Context: an optimization exercise on an open-source flow, tuned for small area. The choices shown serve that exercise and are no tape-out recipe.
Where RTL was checked, it was by simulation tests only, not by an equivalence proof against the original.
No activity file was given, so power comes from the tool's default toggle rates.

Design axis_lane_packer, start of the top module:
module axis_lane_packer #(
  parameter int LANE_W      = 8,
  parameter int LANES       = 4,
  parameter int DEPTH_LANES = 32,
  parameter int SEG_W       = 12
) (
  input  logic                    clk,
  input  logic                    arst,
  input  logic [LANES*LANE_W-1:0] s_data,
  input  logic [LANES-1:0]        s_keep,
  input  logic                    s_valid,
  input  logic                    s_last,
  output logic                    s_ready,
  output logic [LANES*LANE_W-1:0] m_data,
  output logic [LANES-1:0]        m_keep,
  output logic                    m_valid,
  output logic                    m_last,
  output logic                    m_seg,
  input  logic                    m_ready,
  input  logic [SEG_W-1:0]        seg_len,
  output logic                    keep_err
);
For scale: roughly 1200 cells after synthesis, about 94 I/O pins, ~16000 µm² of cells after synthesis.
Settings: LEC_CHECK=0, CAP_MARGIN=20, CORE_MARGIN=2, CORE_UTILIZATION=35, PLACE_DENSITY=0.55, SLEW_MARGIN=20, SYNTH_HIERARCHICAL=1; clock period 12.0 ns.
standard.sh (not shown) runs the stock make flow with config.mk's settings and CLKGATE_MAP_FILE= SYNTH_SCRIPT=/design/flow/synth_recipe.tcl, a recipe that flattens the netlist after the stock synthesis.
==> flow/flow/run.sh <==
#!/bin/bash
set -euo pipefail
here=$(pwd)
CTS="-sink_clustering_enable -repair_clock_nets -sink_clustering_size 8 -sink_clustering_max_diameter 60 -dont_use_dummy_load -buf_list sky130_fd_sc_hd__clkbuf_4"
bash standard.sh "BUFFER_PORTS_ARGS=-buffer_cell sky130_fd_sc_hd__buf_1" "CTS_ARGS=$CTS" \
  "PRE_RESIZE_TCL=$here/flow/pre_resize.tcl" finish > run_make.log 2>&1
==> flow/flow/pre_resize.tcl <==
# Before repair_design: synthesis maps for speed and leaves many gates at a
# higher drive strength than the design's 12 ns clock needs. Swap each cell
# for the smallest-area cell of the same family (same function and pins,
# another drive strength); repair_design then fixes any slew or load limit
# this breaks, and the later timing repairs still run.
set n 0
set saved 0.0
foreach inst [get_cells *] {
  set cell [get_property $inst ref_name]
  if {![regexp {^(sky130_fd_sc_hd__[a-z0-9]+)_([0-9]+)$} $cell -> base drive]} { continue }
  if {[string match *clkbuf* $base] || [string match *dly* $base]} { continue }
  set cur [get_lib_cells -quiet $cell]
  if {$cur eq ""} { continue }
  set best $cell
  set best_area [get_property $cur area]
  foreach lc [get_lib_cells -quiet ${base}_*] {
    set name [get_property $lc name]
    if {![regexp "^${base}_\[0-9\]+\$" $name]} { continue }
    if {[get_property $lc dont_use]} { continue }
    set a [get_property $lc area]
    if {$a < $best_area} { set best $name; set best_area $a }
  }
  if {$best ne $cell} {
    set saved [expr {$saved + [get_property $cur area] - $best_area}]
    replace_cell $inst $best
    incr n
  }
}
puts "pre_resize: downsized $n instances, [format %.1f $saved] um2"
Change:
--- a/flow/design.v
+++ b/flow/design.v
@@ -37,35 +37,14 @@
   output logic [W-1:0]   q
 );
   logic [W-1:0] n0, n1, n2;
   axis_lane_packer_aoi3 #(.W(W)) u0 (.a(d[0 +: 3*W]),   .b(s[2:0]), .q(n0));
   axis_lane_packer_aoi3 #(.W(W)) u1 (.a(d[3*W +: 3*W]), .b(s[5:3]), .q(n1));
   axis_lane_packer_aoi2 #(.W(W)) u2 (.a(d[6*W +: 2*W]), .b(s[7:6]), .q(n2));
   assign q = ~(n0 & n1 & n2);
-endmodule
-module axis_lane_packer_ao4 #(
-  parameter int W = 8
-) (
-  input  logic [4*W-1:0] d,
-  input  logic [3:0]     s,
-  output logic [W-1:0]   q
-);
-  logic [W-1:0] n0, n1;
-  axis_lane_packer_aoi3  #(.W(W)) u0 (.a(d[0 +: 3*W]), .b(s[2:0]), .q(n0));
-  axis_lane_packer_nand2 #(.W(W)) u1 (.a(d[3*W +: W]), .b({W{s[3]}}), .q(n1));
-  axis_lane_packer_nand2 #(.W(W)) u2 (.a(n0), .b(n1), .q(q));
-endmodule
-module axis_lane_packer_nand2 #(
-  parameter int W = 8
-) (
-  input  logic [W-1:0] a,
-  input  logic [W-1:0] b,
-  output logic [W-1:0] q
-);
-  assign q = ~(a & b);
 endmodule
 module axis_lane_packer #(
   parameter int LANE_W      = 8,
   parameter int LANES       = 4,
   parameter int DEPTH_LANES = 32,
   parameter int SEG_W       = 12
 ) (
@@ -136,15 +115,15 @@
   always_comb
     for (int r = 0; r < NR; r++) w_woh[r] = w_wrow == RW'(r);
   logic [LANE_W-1:0] w_wdata [NB];
   for (genvar b = 0; b < NB; b++) begin : g_wr
     logic [NB-1:0] lsel;
     always_comb
       for (int i = 0; i < NB; i++) lsel[i] = 2'(b) - w_wrot == 2'(i);
-    axis_lane_packer_ao4 #(.W(LANE_W)) u_wmux (.d(s_data), .s(lsel), .q(w_wdata[b]));
+    axis_lane_packer_ao #(.W(LANE_W), .N(NB)) u_wmux (.d(s_data), .s(lsel), .q(w_wdata[b]));
   end
   always_ff @(posedge clk) begin
     for (int b = 0; b < NB; b++) begin
       logic [1:0]        li;
       logic              we, xe, mv;
       logic [NR-1:0]     wsel, psel;
       li   = 2'(b) - w_wrot;
@@ -212,41 +191,39 @@
   assign w_seg_end  = w_seg_on && !(|w_rem[SEG_W-1:3]) && w_rem[2:0] == w_len;
   logic [LANES*LANE_W-1:0] w_beat;
   for (genvar k = 0; k < NB; k++) begin : g_lane
     logic [NB*LANE_W-1:0] banks;
     for (genvar b = 0; b < NB; b++) begin : g_b
       assign banks[b*LANE_W +: LANE_W] = w_bank[b][BW-1:1];
     end
-    axis_lane_packer_ao4 #(.W(LANE_W)) u_omux (
+    axis_lane_packer_ao #(.W(LANE_W), .N(NB)) u_omux (
       .d(banks), .s(w_lsel[k] & {NB{w_kt[k]}}), .q(w_beat[k*LANE_W +: LANE_W]));
   end
   logic [SEG_W-1:0] w_len12;
   assign w_len12 = SEG_W'(w_load ? w_len : 3'd0);
   always_ff @(posedge clk) begin
     if (!r_m_valid || m_ready) begin
       r_m_data <= w_beat;
       r_m_n    <= {w_kt[2], (w_kt[1] & !w_kt[2]) | w_kt[3]};
       r_m_last <= w_found || w_seg_end;
       r_m_seg  <= w_seg_end && !w_found;
     end
     if (r_pkt_first) r_seg_len <= seg_len;
     r_seg_rem <= add12(w_rem, ~w_len12, 1'b1);
   end
+  always_ff @(posedge clk)
+    if (w_acc && !arst) r_wr <= add6(r_wr, (PW+1)'(w_wcnt), 1'b0);
   always_ff @(posedge clk) begin
     if (arst) begin
-      r_wr        <= '0;
-      r_rd        <= '0;
+      r_rd        <= r_wr;
       r_pkt_first <= 1'b1;
       r_m_valid   <= 1'b0;
       r_keep_err  <= 1'b0;
     end else begin
-      if (w_acc) begin
-        r_wr <= add6(r_wr, (PW+1)'(w_wcnt), 1'b0);
-        if (w_keep_bad) r_keep_err <= 1'b1;
-      end
+      if (w_acc && w_keep_bad) r_keep_err <= 1'b1;
       if (!r_m_valid || m_ready) r_m_valid <= w_can_load;
       if (w_load) begin
         r_rd        <= add6(r_rd, (PW+1)'(w_len), 1'b0);
         r_pkt_first <= w_found;
       end
     end
   end
What happened: Clock power came out lower by about 2%. Design area stays flat. Combinational power came out higher by 39%. Total power came out higher by 16%. Wire length came out higher by 1.7%. Sequential power hardly moves. Area after synthesis came out higher by 0.47%. Worst hold slack degrades by 0.0052 ns. Sequential share of layout area came out higher by 0.72 points. Global-route usage stays flat. Die area came out higher by 0.46%. Count of clock-buffer cells in the layout came out lower by 2.
No functional check of the RTL was part of the second run of this note.


The RTL this note starts from:
==> flow/design.v <==
module axis_lane_packer_ao #(
  parameter int W = 8,
  parameter int N = 4
) (
  input  logic [N*W-1:0] d,
  input  logic [N-1:0]   s,
  output logic [W-1:0]   q
);
  always_comb begin
    q = '0;
    for (int i = 0; i < N; i++) q = q | (d[i*W +: W] & {W{s[i]}});
  end
endmodule
module axis_lane_packer_aoi3 #(
  parameter int W = 8
) (
  input  logic [3*W-1:0] a,
  input  logic [2:0]     b,
  output logic [W-1:0]   q
);
  assign q = ~((a[0 +: W] & {W{b[0]}}) | (a[W +: W] & {W{b[1]}}) | (a[2*W +: W] & {W{b[2]}}));
endmodule
module axis_lane_packer_aoi2 #(
  parameter int W = 8
) (
  input  logic [2*W-1:0] a,
  input  logic [1:0]     b,
  output logic [W-1:0]   q
);
  assign q = ~((a[0 +: W] & {W{b[0]}}) | (a[W +: W] & {W{b[1]}}));
endmodule
module axis_lane_packer_ao8 #(
  parameter int W = 8
) (
  input  logic [8*W-1:0] d,
  input  logic [7:0]     s,
  output logic [W-1:0]   q
);
  logic [W-1:0] n0, n1, n2;
  axis_lane_packer_aoi3 #(.W(W)) u0 (.a(d[0 +: 3*W]),   .b(s[2:0]), .q(n0));
  axis_lane_packer_aoi3 #(.W(W)) u1 (.a(d[3*W +: 3*W]), .b(s[5:3]), .q(n1));
  axis_lane_packer_aoi2 #(.W(W)) u2 (.a(d[6*W +: 2*W]), .b(s[7:6]), .q(n2));
  assign q = ~(n0 & n1 & n2);
endmodule
module axis_lane_packer #(
  parameter int LANE_W      = 8,
  parameter int LANES       = 4,
  parameter int DEPTH_LANES = 32,
  parameter int SEG_W       = 12
) (
  input  logic                    clk,
  input  logic                    arst,
  input  logic [LANES*LANE_W-1:0] s_data,
  input  logic [LANES-1:0]        s_keep,
  input  logic                    s_valid,
  input  logic                    s_last,
  output logic                    s_ready,
  output logic [LANES*LANE_W-1:0] m_data,
  output logic [LANES-1:0]        m_keep,
  output logic                    m_valid,
  output logic                    m_last,
  output logic                    m_seg,
  input  logic                    m_ready,
  input  logic [SEG_W-1:0]        seg_len,
  output logic                    keep_err
);
  localparam int NB = 4;                  
  localparam int NR = DEPTH_LANES / NB;   
  localparam int RW = $clog2(NR);
  localparam int PW = $clog2(DEPTH_LANES);
  localparam int BW = LANE_W + 1;         
  function automatic logic [PW:0] add6(input logic [PW:0] a, input logic [PW:0] b, input logic cin);
    logic c;
    c = cin;
    for (int i = 0; i <= PW; i++) begin
      add6[i] = a[i] ^ b[i] ^ c;
      c       = (a[i] & b[i]) | (c & (a[i] ^ b[i]));
    end
  endfunction
  function automatic logic [SEG_W-1:0] add12(input logic [SEG_W-1:0] a, input logic [SEG_W-1:0] b, input logic cin);
    logic c;
    c = cin;
    for (int i = 0; i < SEG_W; i++) begin
      add12[i] = a[i] ^ b[i] ^ c;
      c        = (a[i] & b[i]) | (c & (a[i] ^ b[i]));
    end
  endfunction
  logic [LANE_W-1:0] r_buf [NB][NR];
  logic              r_end [NB][NR];       
  logic [PW:0]       r_wr, r_rd;           
  logic [SEG_W-1:0]  r_seg_len, r_seg_rem;
  logic              r_pkt_first;
  logic [LANES*LANE_W-1:0] r_m_data;
  logic [NB-1:1]     r_m_keep;             
  logic              r_m_valid, r_m_last, r_m_seg, r_keep_err;
  logic [PW:0] w_fill;
  assign w_fill  = add6(r_wr, ~r_rd, 1'b1);
  assign s_ready = !(w_fill[5] || (&w_fill[4:2] && |w_fill[1:0]));
  logic [NB-1:0] w_run;                   
  logic [2:0]    w_wcnt;
  logic          w_acc, w_keep_bad;
  assign w_run      = {&s_keep, &s_keep[2:0], &s_keep[1:0], s_keep[0]};
  assign w_keep_bad = |(s_keep & ~w_run);
  assign w_wcnt     = {w_run[3], w_run[1] & !w_run[3], (w_run[0] & !w_run[1]) | (w_run[2] & !w_run[3])};
  assign w_acc      = s_valid & s_ready;
  logic [1:0]    w_wrot;
  logic [RW-1:0] w_wrow;
  assign w_wrot = r_wr[1:0];
  assign w_wrow = r_wr[PW-1:2];
  logic [1:0]    w_pbank;
  logic          w_mark_prev;
  logic [NR-1:0] w_woh;
  assign w_pbank     = w_wrot + w_wcnt[1:0] - 2'd1;
  assign w_mark_prev = w_acc && s_last && w_wcnt == 3'd0;
  always_comb
    for (int r = 0; r < NR; r++) w_woh[r] = w_wrow == RW'(r);
  logic [LANE_W-1:0] w_wdata [NB];
  for (genvar b = 0; b < NB; b++) begin : g_wr
    logic [NB-1:0] lsel;
    always_comb
      for (int i = 0; i < NB; i++) lsel[i] = 2'(b) - w_wrot == 2'(i);
    axis_lane_packer_ao #(.W(LANE_W), .N(NB)) u_wmux (.d(s_data), .s(lsel), .q(w_wdata[b]));
  end
  always_ff @(posedge clk) begin
    for (int b = 0; b < NB; b++) begin
      logic [1:0]        li;
      logic              we, xe, mv;
      logic [NR-1:0]     wsel, psel;
      li   = 2'(b) - w_wrot;
      we   = w_acc && w_run[li];
      xe   = w_mark_prev && w_pbank == 2'(b);
      mv   = s_last && w_pbank == 2'(b);
      wsel = (2'(b) < w_wrot) ? {w_woh[NR-2:0], w_woh[NR-1]} : w_woh;
      psel = (b == NB-1) ? {w_woh[0], w_woh[NR-1:1]} : w_woh;
      for (int r = 0; r < NR; r++) begin
        if (we && wsel[r]) r_buf[b][r] <= w_wdata[b];
        if ((we && wsel[r]) || (xe && psel[r])) r_end[b][r] <= mv;
      end
    end
  end
  logic [1:0]    w_rrot;
  logic [RW-1:0] w_rrow;
  logic [NR-1:0] w_roh;
  logic [BW-1:0] w_bank [NB];             
  logic [NB-1:0] w_lane_end;
  assign w_rrot = r_rd[1:0];
  assign w_rrow = r_rd[PW-1:2];
  always_comb
    for (int r = 0; r < NR; r++) w_roh[r] = w_rrow == RW'(r);
  for (genvar b = 0; b < NB; b++) begin : g_rd
    logic [NR-1:0]    rsel;
    logic [NR*BW-1:0] rows;
    assign rsel = (2'(b) < w_rrot) ? {w_roh[NR-2:0], w_roh[NR-1]} : w_roh;
    for (genvar r = 0; r < NR; r++) begin : g_row
      assign rows[r*BW +: BW] = {r_buf[b][r], r_end[b][r]};
    end
    axis_lane_packer_ao8 #(.W(BW)) u_rmux (.d(rows), .s(rsel), .q(w_bank[b]));
  end
  logic [NB-1:0] w_lsel [NB];
  always_comb
    for (int k = 0; k < NB; k++)
      for (int b = 0; b < NB; b++) w_lsel[k][b] = 2'(k) + w_rrot == 2'(b);
  always_comb
    for (int k = 0; k < NB; k++) w_lane_end[k] = |(w_lsel[k] & {w_bank[3][0], w_bank[2][0], w_bank[1][0], w_bank[0][0]});
  logic [SEG_W-1:0] w_rem;
  logic             w_seg_on;
  assign w_rem    = r_pkt_first ? seg_len
                  : r_seg_rem | (r_seg_len & {SEG_W{r_seg_rem == '0}});
  assign w_seg_on = r_pkt_first ? |seg_len : |r_seg_len;
  logic [NB-1:0] w_nt, w_ft, w_kt;        
  logic [NB-1:0] w_endv;
  logic          w_found, w_can_load, w_load, w_seg_end;
  logic [2:0]    w_len;
  assign w_nt[0] = 1'b1;                  
  assign w_nt[1] = !w_seg_on || |w_rem[SEG_W-1:1];
  assign w_nt[2] = !w_seg_on || |w_rem[SEG_W-1:2] || &w_rem[1:0];
  assign w_nt[3] = !w_seg_on || |w_rem[SEG_W-1:2];
  assign w_ft[0] = |w_fill;
  assign w_ft[1] = |w_fill[PW:1];
  assign w_ft[2] = |w_fill[PW:2] || &w_fill[1:0];
  assign w_ft[3] = |w_fill[PW:2];
  assign w_endv  = w_lane_end & w_ft & w_nt;
  assign w_found = |w_endv;
  assign w_kt[0] = 1'b1;
  assign w_kt[1] = w_nt[1] && !w_endv[0];
  assign w_kt[2] = w_nt[2] && !(|w_endv[1:0]);
  assign w_kt[3] = w_nt[3] && !(|w_endv[2:0]);
  assign w_len   = {w_kt[3], w_kt[1] & !w_kt[3], !w_kt[1] | (w_kt[2] & !w_kt[3])};
  assign w_can_load = w_found || ((w_nt & ~w_ft) == '0);
  assign w_load     = w_can_load && (!r_m_valid || m_ready);
  assign w_seg_end  = w_seg_on && !(|w_rem[SEG_W-1:3]) && w_rem[2:0] == w_len;
  logic [LANES*LANE_W-1:0] w_beat;
  for (genvar k = 0; k < NB; k++) begin : g_lane
    logic [NB*LANE_W-1:0] banks;
    for (genvar b = 0; b < NB; b++) begin : g_b
      assign banks[b*LANE_W +: LANE_W] = w_bank[b][BW-1:1];
    end
    axis_lane_packer_ao #(.W(LANE_W), .N(NB)) u_omux (
      .d(banks), .s(w_lsel[k] & {NB{w_kt[k]}}), .q(w_beat[k*LANE_W +: LANE_W]));
  end
  logic [SEG_W-1:0] w_len12;
  assign w_len12 = SEG_W'(w_load ? w_len : 3'd0);
  always_ff @(posedge clk) begin
    if (!r_m_valid || m_ready) begin
      r_m_data <= w_beat;
      r_m_keep <= w_kt[NB-1:1];
      r_m_last <= w_found || w_seg_end;
      r_m_seg  <= w_seg_end && !w_found;
    end
    if (r_pkt_first) r_seg_len <= seg_len;
    r_seg_rem <= add12(w_rem, ~w_len12, 1'b1);
  end
  always_ff @(posedge clk) begin
    if (arst) begin
      r_wr        <= '0;
      r_rd        <= '0;
      r_pkt_first <= 1'b1;
      r_m_valid   <= 1'b0;
      r_keep_err  <= 1'b0;
    end else begin
      if (w_acc) begin
        r_wr <= add6(r_wr, (PW+1)'(w_wcnt), 1'b0);
        if (w_keep_bad) r_keep_err <= 1'b1;
      end
      if (!r_m_valid || m_ready) r_m_valid <= w_can_load;
      if (w_load) begin
        r_rd        <= add6(r_rd, (PW+1)'(w_len), 1'b0);
        r_pkt_first <= w_found;
      end
    end
  end
  assign m_data   = r_m_data;
  assign m_keep   = {r_m_keep, 1'b1};
  assign m_valid  = r_m_valid;
  assign m_last   = r_m_last;
  assign m_seg    = r_m_seg;
  assign keep_err = r_keep_err;
endmodule
clock: 12.0 ns
lec_check: 0
cap_margin: 20
core_margin: 2
core_utilization: 35
place_density: 0.55
slew_margin: 20
synth_hierarchical: 1
==> flow/flow/run.sh <==
#!/bin/bash
set -euo pipefail
here=$(pwd)
CTS="-sink_clustering_enable -repair_clock_nets -sink_clustering_size 9 -sink_clustering_max_diameter 60 -dont_use_dummy_load -buf_list sky130_fd_sc_hd__clkbuf_4"
bash standard.sh "BUFFER_PORTS_ARGS=-buffer_cell sky130_fd_sc_hd__buf_1" "CTS_ARGS=$CTS" \
  "PRE_RESIZE_TCL=$here/flow/pre_resize.tcl" finish > run_make.log 2>&1
Scripts as last shown in full above: flow/flow/pre_resize.tcl
Change:
--- a/flow/design.v
+++ b/flow/design.v
@@ -42,4 +42,25 @@
   axis_lane_packer_aoi2 #(.W(W)) u2 (.a(d[6*W +: 2*W]), .b(s[7:6]), .q(n2));
   assign q = ~(n0 & n1 & n2);
+endmodule
+module axis_lane_packer_ao4 #(
+  parameter int W = 8
+) (
+  input  logic [4*W-1:0] d,
+  input  logic [3:0]     s,
+  output logic [W-1:0]   q
+);
+  logic [W-1:0] n0, n1;
+  axis_lane_packer_aoi3  #(.W(W)) u0 (.a(d[0 +: 3*W]), .b(s[2:0]), .q(n0));
+  axis_lane_packer_nand2 #(.W(W)) u1 (.a(d[3*W +: W]), .b({W{s[3]}}), .q(n1));
+  axis_lane_packer_nand2 #(.W(W)) u2 (.a(n0), .b(n1), .q(q));
+endmodule
+module axis_lane_packer_nand2 #(
+  parameter int W = 8
+) (
+  input  logic [W-1:0] a,
+  input  logic [W-1:0] b,
+  output logic [W-1:0] q
+);
+  assign q = ~(a & b);
 endmodule
 module axis_lane_packer #(
@@ -92,5 +113,5 @@
   logic              r_pkt_first;
   logic [LANES*LANE_W-1:0] r_m_data;
-  logic [NB-1:1]     r_m_keep;             
+  logic [1:0]        r_m_n;                
   logic              r_m_valid, r_m_last, r_m_seg, r_keep_err;
   logic [PW:0] w_fill;
@@ -120,5 +141,5 @@
     always_comb
       for (int i = 0; i < NB; i++) lsel[i] = 2'(b) - w_wrot == 2'(i);
-    axis_lane_packer_ao #(.W(LANE_W), .N(NB)) u_wmux (.d(s_data), .s(lsel), .q(w_wdata[b]));
+    axis_lane_packer_ao4 #(.W(LANE_W)) u_wmux (.d(s_data), .s(lsel), .q(w_wdata[b]));
   end
   always_ff @(posedge clk) begin
@@ -196,5 +217,5 @@
       assign banks[b*LANE_W +: LANE_W] = w_bank[b][BW-1:1];
     end
-    axis_lane_packer_ao #(.W(LANE_W), .N(NB)) u_omux (
+    axis_lane_packer_ao4 #(.W(LANE_W)) u_omux (
       .d(banks), .s(w_lsel[k] & {NB{w_kt[k]}}), .q(w_beat[k*LANE_W +: LANE_W]));
   end
@@ -204,5 +225,5 @@
     if (!r_m_valid || m_ready) begin
       r_m_data <= w_beat;
-      r_m_keep <= w_kt[NB-1:1];
+      r_m_n    <= {w_kt[2], (w_kt[1] & !w_kt[2]) | w_kt[3]};
       r_m_last <= w_found || w_seg_end;
       r_m_seg  <= w_seg_end && !w_found;
@@ -211,16 +232,14 @@
     r_seg_rem <= add12(w_rem, ~w_len12, 1'b1);
   end
+  always_ff @(posedge clk)
+    if (w_acc && !arst) r_wr <= add6(r_wr, (PW+1)'(w_wcnt), 1'b0);
   always_ff @(posedge clk) begin
     if (arst) begin
-      r_wr        <= '0;
-      r_rd        <= '0;
+      r_rd        <= r_wr;
       r_pkt_first <= 1'b1;
       r_m_valid   <= 1'b0;
       r_keep_err  <= 1'b0;
     end else begin
-      if (w_acc) begin
-        r_wr <= add6(r_wr, (PW+1)'(w_wcnt), 1'b0);
-        if (w_keep_bad) r_keep_err <= 1'b1;
-      end
+      if (w_acc && w_keep_bad) r_keep_err <= 1'b1;
       if (!r_m_valid || m_ready) r_m_valid <= w_can_load;
       if (w_load) begin
@@ -231,5 +250,5 @@
   end
   assign m_data   = r_m_data;
-  assign m_keep   = {r_m_keep, 1'b1};
+  assign m_keep   = {&r_m_n, r_m_n[1], |r_m_n, 1'b1};
   assign m_valid  = r_m_valid;
   assign m_last   = r_m_last;
Via count went down by about 0.8%.
Synthesized cell count decreases by 3.0%.
Design area shrinks by about 0.43%.
Flip-flop and latch count went down by 1.
Register-to-register slack gets better by 0.15 ns.
Worst setup slack improves by 0.15 ns.
Die area fell by 0.42%.
Core utilization barely changes.
Total power rose by 19%.

static timing again, ports no longer ideal:
In the flow no input, the clock included, has a driving cell. The finished layouts below were timed again as built, in two steps. Step 1: set_driving_cell puts a clkbuf_16 on clk and a buf_2 on each other input, an assumption about the parent block. Step 2 moves the port delays by t, midway between the first and last clock arrival at a register: inputs arrive t later, outputs are due t later. That takes back most of the time a late clock gives input paths. a / b / c = ideal / step 1 / step 2; a / b = the first two.
run	t (ns)	slack for setup (ns)	worst setup path at the end	clock arrival spread, ns	slew at the worst register clock pin (ns)
the first run of note 1	0.798	5.012 / 5.012 / 5.012	register to register	0.119 / 0.119	0.10 / 0.10
the second run of note 1	0.812	4.833 / 4.833 / 4.656	input to register	0.121 / 0.121	0.10 / 0.10
the first run of note 2	0.800	4.163 / 4.163 / 4.163	register to register	0.089 / 0.089	0.11 / 0.11
the second run of note 2	0.816	4.311 / 4.311 / 4.311	register to register	0.080 / 0.081	0.11 / 0.11
After both steps every run listed still meets setup and hold. The setup slack of the second run of note 1, which loses most, moves by 0.000 ns with the drivers and by -0.177 ns with both steps.
